Background: an optimization exercise with open tools, aiming at small area and a short achievable clock period. Do not read the settings as production practice. RTL that was checked went through simulation tests only; none was proved equivalent to the original. Power figures rest on the tool's default switching activity, not on a simulated workload.

==> job 7050: inputs <==
==> flow/design.v <==
module wide_mult_result_serializer #(
  parameter int LATENCY = 7,
  parameter int DEPTH   = 8
) (
  input  logic         clock,
  input  logic         resetn,
  input  logic         start,
  input  logic [255:0] return_val,
  input  logic         clear,
  output logic [63:0]  out_data,
  output logic         out_valid,
  input  logic         out_ready,
  output logic         out_last,
  output logic [7:0]   out_tag,
  output logic [4:0]   fifo_count,
  output logic         overflow
);
  localparam int PW = $clog2(DEPTH);
  localparam int NW = 4 * DEPTH;
  logic [LATENCY-1:0] tracker;
  logic [LATENCY-1:0] tracker_next;
  logic               capture;
  logic               capture_next;
  logic [255:0]       mem_d [DEPTH];
  logic [7:0]         mem_t [DEPTH];
  logic [PW-1:0]      wr_ptr;
  logic [1:0]         beat;
  logic [7:0]         seq;
  logic [4:0]         count;
  logic               valid_r;
  logic               full_r;
  logic               multi_r;    
  logic [NW-1:0]      rsel;       
  logic [DEPTH-1:0]   we_r;       
  logic [63:0]        data_r;
  logic [7:0]         tag_r;
  logic               last_r;
  logic               ovf_r;
  logic [63:0]        rd_word;
  logic [7:0]         rd_tag;
  logic [1:0]         n_beat   [2];
  logic [PW-1:0]      n_wr_ptr [2];
  logic [4:0]         n_count  [2];
  logic               n_valid  [2];
  logic               n_full   [2];
  logic               n_multi  [2];
  logic               n_last   [2];
  logic               n_ovf    [2];
  logic [NW-1:0]      n_rsel   [2];
  logic [DEPTH-1:0]   n_we     [2];
  logic [63:0]        n_data   [2];
  logic [7:0]         n_tag    [2];
  generate
    if (LATENCY > 1) begin : g_shift
      assign tracker_next = {tracker[LATENCY-2:0], start};
      assign capture_next = tracker[LATENCY-2];
    end else begin : g_single
      assign tracker_next = start;
      assign capture_next = start;
    end
  endgenerate
  assign capture = tracker[LATENCY-1];
  always_comb begin
    rd_word = '0;
    for (int i = 0; i < NW; i++)
      rd_word = rd_word | (mem_d[i/4][64*(i%4) +: 64] & {64{rsel[i]}});
    rd_tag = '0;
    for (int i = 0; i < DEPTH; i++)
      rd_tag = rd_tag | (mem_t[i] & {8{rsel[4*i]}});
  end
  for (genvar r = 0; r < 2; r++) begin : g_next
    logic xfer;
    logic pop;
    logic store;
    logic show_rd;
    logic show_rv;
    logic tag_rd;
    logic tag_hold;
    assign xfer  = valid_r & (r == 1);
    assign pop   = xfer & (beat == 2'd3);
    assign store = capture & (~full_r | pop);
    assign show_rd  = xfer & ((beat != 2'd3) | multi_r);
    assign show_rv  = capture & ~(valid_r & ~pop) & ~show_rd;
    assign tag_rd   = pop & multi_r;
    assign tag_hold = valid_r & ~pop;
    always_comb begin
      n_beat[r]   = xfer ? beat + 2'd1 : beat;
      n_wr_ptr[r] = store ? wr_ptr + 1'b1 : wr_ptr;
      n_count[r]  = count;
      if (store && !pop) n_count[r] = count + 5'd1;
      else if (pop && !store) n_count[r] = count - 5'd1;
      n_valid[r]  = (n_count[r] != 5'd0);
      n_full[r]   = (n_count[r] == 5'(DEPTH));
      n_multi[r]  = (n_count[r] > 5'd1);
      n_last[r]   = n_valid[r] & (n_beat[r] == 2'd3);
      n_ovf[r]    = ovf_r | (capture & full_r & ~pop);
      n_rsel[r]   = xfer ? {rsel[NW-2:0], rsel[NW-1]} : rsel;
      for (int e = 0; e < DEPTH; e++)
        n_we[r][e] = capture_next & (n_wr_ptr[r] == PW'(e)) &
                     ((n_count[r] != 5'(DEPTH)) | (n_beat[r] == 2'd3));
      n_data[r]   = (rd_word & {64{show_rd}}) |
                    (return_val[63:0] & {64{show_rv}}) |
                    (data_r & {64{~xfer & valid_r}});
      n_tag[r]    = (rd_tag & {8{tag_rd}}) | (tag_r & {8{tag_hold}}) |
                    (seq & {8{show_rv}});
    end
  end
  always_ff @(posedge clock or negedge resetn) begin
    if (!resetn) begin
      tracker <= '0;
      wr_ptr  <= '0;
      beat    <= 2'd0;
      seq     <= 8'd0;
      count   <= 5'd0;
      valid_r <= 1'b0;
      full_r  <= 1'b0;
      multi_r <= 1'b0;
      rsel    <= NW'(2);
      we_r    <= '0;
      data_r  <= '0;
      tag_r   <= '0;
      last_r  <= 1'b0;
      ovf_r   <= 1'b0;
    end else if (clear) begin
      tracker <= '0;
      wr_ptr  <= '0;
      beat    <= 2'd0;
      seq     <= 8'd0;
      count   <= 5'd0;
      valid_r <= 1'b0;
      full_r  <= 1'b0;
      multi_r <= 1'b0;
      rsel    <= NW'(2);
      we_r    <= '0;
      data_r  <= '0;
      tag_r   <= '0;
      last_r  <= 1'b0;
      ovf_r   <= 1'b0;
    end else begin
      tracker <= tracker_next;
      if (capture) seq <= seq + 8'd1;
      wr_ptr  <= n_wr_ptr[out_ready];
      beat    <= n_beat[out_ready];
      count   <= n_count[out_ready];
      valid_r <= n_valid[out_ready];
      full_r  <= n_full[out_ready];
      multi_r <= n_multi[out_ready];
      last_r  <= n_last[out_ready];
      rsel    <= n_rsel[out_ready];
      we_r    <= n_we[out_ready];
      ovf_r   <= n_ovf[out_ready];
      data_r  <= n_data[out_ready];
      tag_r   <= n_tag[out_ready];
    end
  end
  always_ff @(posedge clock) begin
    for (int e = 0; e < DEPTH; e++)
      if (we_r[e]) begin
        mem_d[e] <= return_val;
        mem_t[e] <= seq;
      end
  end
  assign out_data   = data_r;
  assign out_valid  = valid_r;
  assign out_last   = last_r;
  assign out_tag    = tag_r;
  assign fifo_count = count;
  assign overflow   = ovf_r;
endmodule
==> flow/flow/run.sh <==
#!/bin/bash
set -euo pipefail
export BUFFER_PORTS_ARGS="-buffer_cell sky130_fd_sc_hd__buf_1"
bash standard.sh > standard_flow.log 2>&1
==> flow/standard.sh <==
#!/bin/bash
# synth_recipe.tcl (not shown) runs the flow's synth.tcl, then flattens the netlist and writes it again
# the make line also repeats each setting of config.mk as NAME=value (left out here)
make -C /OpenROAD-flow-scripts/flow DESIGN_CONFIG=/design/flow/config.mk WORK_HOME=/design/flow/orfs CLKGATE_MAP_FILE= SYNTH_SCRIPT=/design/flow/synth_recipe.tcl "${@:-finish}"
==> flow/config.mk <==
export PLATFORM = sky130hd
export DESIGN_NAME = wide_mult_result_serializer
export DESIGN_NICKNAME = wide_mult_result_serializer
export VERILOG_FILES = /design/flow/design.v
export SDC_FILE = /design/flow/constraint.sdc
export NUM_CORES = 4
export LEC_CHECK = 0
export CAP_MARGIN = 20
export CORE_MARGIN = 2
export CORE_UTILIZATION = 52
export CTS_CLUSTER_DIAMETER = 60
export CTS_CLUSTER_SIZE = 30
export SETUP_SLACK_MARGIN = 3.0
export SLEW_MARGIN = 20
==> flow/constraint.sdc <==
create_clock -name core_clock -period 5.5 [get_ports {clock}]
set_input_delay 1.1000 -clock core_clock [delete_from_list [all_inputs] [get_ports {clock}]]
set_output_delay 1.1000 -clock core_clock [all_outputs]
set_load 0.01 [all_outputs]
==> job 4999: changes against job 7050 <==
==> flow/design.v, changed modules only <==
module wide_mult_result_serializer #(
  parameter int LATENCY = 7,
  parameter int DEPTH   = 8
) (
  input  logic         clock,
  input  logic         resetn,
  input  logic         start,
  input  logic [255:0] return_val,
  input  logic         clear,
  output logic [63:0]  out_data,
  output logic         out_valid,
  input  logic         out_ready,
  output logic         out_last,
  output logic [7:0]   out_tag,
  output logic [4:0]   fifo_count,
  output logic         overflow
);
  localparam int PW = $clog2(DEPTH);
  localparam int NW = 4 * DEPTH;
  logic [LATENCY-1:0] tracker;
  logic [LATENCY-1:0] tracker_next;
  logic               capture;
  logic               capture_next;
  logic [255:0]       mem_d [DEPTH];
  logic [7:0]         mem_t [DEPTH];
  logic [PW-1:0]      wr_ptr;
  logic [1:0]         beat;
  logic [7:0]         seq;
  logic [4:0]         count;
  logic               valid_r;
  logic               full_r;
  logic               multi_r;    
  logic [NW-1:0]      rsel;       
  logic [DEPTH-1:0]   we_r;       
  logic [63:0]        data_r;
  logic [7:0]         tag_r;
  logic               last_r;
  logic               ovf_r;
  logic               xfer;
  logic               pop;
  logic               store;
  logic [1:0]         beat_n;
  logic [PW-1:0]      wr_ptr_n;
  logic [4:0]         count_n;
  logic [63:0]        rd_word;
  logic [7:0]         rd_tag;
  logic               a_rd;       
  logic               a_rv;       
  logic               a_tag_rd;   
  logic               a_tag_hold;
  logic               b_rv;       
  logic [63:0]        data_a;
  logic [63:0]        data_b;
  logic [7:0]         tag_a;
  logic [7:0]         tag_b;
  generate
    if (LATENCY > 1) begin : g_shift
      assign tracker_next = {tracker[LATENCY-2:0], start};
      assign capture_next = tracker[LATENCY-2];
    end else begin : g_single
      assign tracker_next = start;
      assign capture_next = start;
    end
  endgenerate
  assign capture = tracker[LATENCY-1];
  assign xfer    = valid_r & out_ready;
  assign pop     = xfer & (beat == 2'd3);
  assign store   = capture & (~full_r | pop);
  assign beat_n   = xfer ? beat + 2'd1 : beat;
  assign wr_ptr_n = store ? wr_ptr + 1'b1 : wr_ptr;
  always_comb begin
    count_n = count;
    if (store && !pop) count_n = count + 5'd1;
    else if (pop && !store) count_n = count - 5'd1;
  end
  always_comb begin
    rd_word = '0;
    for (int i = 0; i < NW; i++)
      rd_word = rd_word | (mem_d[i/4][64*(i%4) +: 64] & {64{rsel[i]}});
    rd_tag = '0;
    for (int i = 0; i < DEPTH; i++)
      rd_tag = rd_tag | (mem_t[i] & {8{rsel[4*i]}});
  end
  assign a_rd       = valid_r & ((beat != 2'd3) | multi_r);
  assign a_rv       = capture & ~a_rd;
  assign a_tag_rd   = valid_r & (beat == 2'd3) & multi_r;
  assign a_tag_hold = valid_r & (beat != 2'd3);
  assign b_rv       = capture & ~valid_r;
  assign data_a = (rd_word & {64{a_rd}}) | (return_val[63:0] & {64{a_rv}});
  assign data_b = (data_r & {64{valid_r}}) | (return_val[63:0] & {64{b_rv}});
  assign tag_a  = (rd_tag & {8{a_tag_rd}}) | (tag_r & {8{a_tag_hold}}) |
                  (seq & {8{a_rv}});
  assign tag_b  = (tag_r & {8{valid_r}}) | (seq & {8{b_rv}});
  always_ff @(posedge clock or negedge resetn) begin
    if (!resetn) begin
      tracker <= '0;
      wr_ptr  <= '0;
      beat    <= 2'd0;
      seq     <= 8'd0;
      count   <= 5'd0;
      valid_r <= 1'b0;
      full_r  <= 1'b0;
      multi_r <= 1'b0;
      rsel    <= NW'(2);
      we_r    <= '0;
      data_r  <= '0;
      tag_r   <= '0;
      last_r  <= 1'b0;
      ovf_r   <= 1'b0;
    end else if (clear) begin
      tracker <= '0;
      wr_ptr  <= '0;
      beat    <= 2'd0;
      seq     <= 8'd0;
      count   <= 5'd0;
      valid_r <= 1'b0;
      full_r  <= 1'b0;
      multi_r <= 1'b0;
      rsel    <= NW'(2);
      we_r    <= '0;
      data_r  <= '0;
      tag_r   <= '0;
      last_r  <= 1'b0;
      ovf_r   <= 1'b0;
    end else begin
      tracker <= tracker_next;
      if (capture) seq <= seq + 8'd1;
      wr_ptr  <= wr_ptr_n;
      beat    <= beat_n;
      count   <= count_n;
      valid_r <= (count_n != 5'd0);
      full_r  <= (count_n == 5'(DEPTH));
      multi_r <= (count_n > 5'd1);
      last_r  <= (count_n != 5'd0) & (beat_n == 2'd3);
      if (xfer) rsel <= {rsel[NW-2:0], rsel[NW-1]};
      for (int e = 0; e < DEPTH; e++)
        we_r[e] <= capture_next & (wr_ptr_n == PW'(e)) &
                   ((count_n != 5'(DEPTH)) | (beat_n == 2'd3));
      if (capture & full_r & ~pop) ovf_r <= 1'b1;
      data_r  <= out_ready ? data_a : data_b;
      tag_r   <= out_ready ? tag_a : tag_b;
    end
  end
  always_ff @(posedge clock) begin
    for (int e = 0; e < DEPTH; e++)
      if (we_r[e]) begin
        mem_d[e] <= return_val;
        mem_t[e] <= seq;
      end
  end
  assign out_data   = data_r;
  assign out_valid  = valid_r;
  assign out_last   = last_r;
  assign out_tag    = tag_r;
  assign fifo_count = count;
  assign overflow   = ovf_r;
endmodule
Settings changed: CORE_UTILIZATION 52 to 45.
==> job 5132: changes against job 7050 <==
==> flow/design.v, changed modules only <==
module wide_mult_result_serializer #(
  parameter int LATENCY = 7,
  parameter int DEPTH   = 8
) (
  input  logic         clock,
  input  logic         resetn,
  input  logic         start,
  input  logic [255:0] return_val,
  input  logic         clear,
  output logic [63:0]  out_data,
  output logic         out_valid,
  input  logic         out_ready,
  output logic         out_last,
  output logic [7:0]   out_tag,
  output logic [4:0]   fifo_count,
  output logic         overflow
);
  localparam int PW = $clog2(DEPTH);
  localparam int NW = 4 * DEPTH;
  logic [LATENCY-1:0] tracker;
  logic [LATENCY-1:0] tracker_next;
  logic               capture;
  logic               capture_next;
  logic [255:0]       mem_d [DEPTH];
  logic [7:0]         mem_t [DEPTH];
  logic [PW-1:0]      wr_ptr;
  logic [1:0]         beat;
  logic [7:0]         seq;
  logic [4:0]         count;
  logic               valid_r;
  logic               full_r;
  logic               multi_r;    
  logic [NW-1:0]      rsel;       
  logic [DEPTH-1:0]   we_r;       
  logic [63:0]        data_r;
  logic [7:0]         tag_r;
  logic               last_r;
  logic               ovf_r;
  logic               xfer;
  logic               pop;
  logic               store;
  logic [1:0]         beat_n;
  logic [PW-1:0]      wr_ptr_n;
  logic [4:0]         count_n;
  logic [63:0]        rd_word;
  logic [7:0]         rd_tag;
  logic               a_rd;       
  logic               a_rv;       
  logic               a_tag_rd;   
  logic               a_tag_hold;
  logic               b_rv;       
  logic [63:0]        data_a;
  logic [63:0]        data_b;
  logic [7:0]         tag_a;
  logic [7:0]         tag_b;
  generate
    if (LATENCY > 1) begin : g_shift
      assign tracker_next = {tracker[LATENCY-2:0], start};
      assign capture_next = tracker[LATENCY-2];
    end else begin : g_single
      assign tracker_next = start;
      assign capture_next = start;
    end
  endgenerate
  assign capture = tracker[LATENCY-1];
  assign xfer    = valid_r & out_ready;
  assign pop     = xfer & (beat == 2'd3);
  assign store   = capture & (~full_r | pop);
  assign beat_n   = xfer ? beat + 2'd1 : beat;
  assign wr_ptr_n = store ? wr_ptr + 1'b1 : wr_ptr;
  always_comb begin
    count_n = count;
    if (store && !pop) count_n = count + 5'd1;
    else if (pop && !store) count_n = count - 5'd1;
  end
  always_comb begin
    rd_word = '0;
    for (int i = 0; i < NW; i++)
      rd_word = rd_word | (mem_d[i/4][64*(i%4) +: 64] & {64{rsel[i]}});
    rd_tag = '0;
    for (int i = 0; i < DEPTH; i++)
      rd_tag = rd_tag | (mem_t[i] & {8{rsel[4*i]}});
  end
  assign a_rd       = valid_r & ((beat != 2'd3) | multi_r);
  assign a_rv       = capture & ~a_rd;
  assign a_tag_rd   = valid_r & (beat == 2'd3) & multi_r;
  assign a_tag_hold = valid_r & (beat != 2'd3);
  assign b_rv       = capture & ~valid_r;
  assign data_a = (rd_word & {64{a_rd}}) | (return_val[63:0] & {64{a_rv}});
  assign data_b = (data_r & {64{valid_r}}) | (return_val[63:0] & {64{b_rv}});
  assign tag_a  = (rd_tag & {8{a_tag_rd}}) | (tag_r & {8{a_tag_hold}}) |
                  (seq & {8{a_rv}});
  assign tag_b  = (tag_r & {8{valid_r}}) | (seq & {8{b_rv}});
  always_ff @(posedge clock or negedge resetn) begin
    if (!resetn) begin
      tracker <= '0;
      wr_ptr  <= '0;
      beat    <= 2'd0;
      seq     <= 8'd0;
      count   <= 5'd0;
      valid_r <= 1'b0;
      full_r  <= 1'b0;
      multi_r <= 1'b0;
      rsel    <= NW'(2);
      we_r    <= '0;
      data_r  <= '0;
      tag_r   <= '0;
      last_r  <= 1'b0;
      ovf_r   <= 1'b0;
    end else if (clear) begin
      tracker <= '0;
      wr_ptr  <= '0;
      beat    <= 2'd0;
      seq     <= 8'd0;
      count   <= 5'd0;
      valid_r <= 1'b0;
      full_r  <= 1'b0;
      multi_r <= 1'b0;
      rsel    <= NW'(2);
      we_r    <= '0;
      data_r  <= '0;
      tag_r   <= '0;
      last_r  <= 1'b0;
      ovf_r   <= 1'b0;
    end else begin
      tracker <= tracker_next;
      if (capture) seq <= seq + 8'd1;
      wr_ptr  <= wr_ptr_n;
      beat    <= beat_n;
      count   <= count_n;
      valid_r <= (count_n != 5'd0);
      full_r  <= (count_n == 5'(DEPTH));
      multi_r <= (count_n > 5'd1);
      last_r  <= (count_n != 5'd0) & (beat_n == 2'd3);
      if (xfer) rsel <= {rsel[NW-2:0], rsel[NW-1]};
      for (int e = 0; e < DEPTH; e++)
        we_r[e] <= capture_next & (wr_ptr_n == PW'(e)) &
                   ((count_n != 5'(DEPTH)) | (beat_n == 2'd3));
      if (capture & full_r & ~pop) ovf_r <= 1'b1;
      data_r  <= out_ready ? data_a : data_b;
      tag_r   <= out_ready ? tag_a : tag_b;
    end
  end
  always_ff @(posedge clock) begin
    for (int e = 0; e < DEPTH; e++)
      if (we_r[e]) begin
        mem_d[e] <= return_val;
        mem_t[e] <= seq;
      end
  end
  assign out_data   = data_r;
  assign out_valid  = valid_r;
  assign out_last   = last_r;
  assign out_tag    = tag_r;
  assign fifo_count = count;
  assign overflow   = ovf_r;
endmodule
Settings changed: CORE_UTILIZATION 52 to 58.
==> job 2082: changes against job 7050 <==
Settings changed: CORE_UTILIZATION 52 to 45.
==> qor summary <==
item                                                                job 4999              job 2082              job 7050              job 5132
Status                                              timing/DRC/antenna clean  timing/DRC/antenna clean  timing/DRC/antenna clean  timing/DRC/antenna clean
Routing usage on met3                                                 7.060%                6.931%                9.867%                8.198%
Initial antenna violation count                                           79                    68                    70                    49
Cell area after synthesis                                         81160 um^2            81400 um^2            81400 um^2            81160 um^2
Floorplan die area                                               183800 um^2           184300 um^2           159700 um^2           142900 um^2
Clock tree buffer count of the final layout                              149                   155                   159                   169
Total number of yosys warnings                                             3                    15                    15                     3
Gp weighted congestion                                                0.7741                0.8215                0.7889                0.7944
Crit path launch                                           valid_r$_DFF_PN0_     valid_r$_DFF_PN0_  data_r[62]$_DFF_PN0_  data_r[51]$_DFF_PN0_
Comb pwr                                                            0.519 mW              0.612 mW              0.612 mW              0.513 mW
Number of signal-net inverters in the final layout                         7                     9                     9                     7
Endpoint of the lowest-slack register-to-register path  data_r[34]$_DFF_PN0_  data_r[34]$_DFF_PN0_  data_r[62]$_DFF_PN0_  data_r[58]$_DFF_PN0_
Average via count per standard cell                                    6.898                 6.869                 7.131                 7.378
No functional check of the RTL was part of job 7050 and job 2082.

[afterwards: timing with drivers on the ports]
In the flow no input, the clock included, has a driving cell. The finished layouts below were timed again as built, in two steps.
Step 1, drivers: a clkbuf_16 drives clock and a buf_2 each remaining input, both assumed.
Step 2 adds t to the input delays and takes it off the output delays; t is the mean of the earliest and latest rising clock arrival at the registers after step 1. Input paths then give back, and output paths get back, about the clock's delay inside the block.
Slacks: ideal / step 1 / step 2; pairs: ideal / step 1.
run	t, ns	setup slack, ns	worst setup path after step 2
job 7050	0.893	2.920 / 2.836 / 2.176	input to register
job 4999	0.920	2.919 / 2.824 / 2.308	input to register
job 5132	0.883	2.958 / 2.875 / 2.280	input to register
job 2082	0.903	2.913 / 2.825 / 2.161	input to register
After both steps setup and hold are still met in every run listed. For job 2082, which loses most, drivers alone change the setup slack by -0.088 ns; drivers and shift together by -0.752 ns.
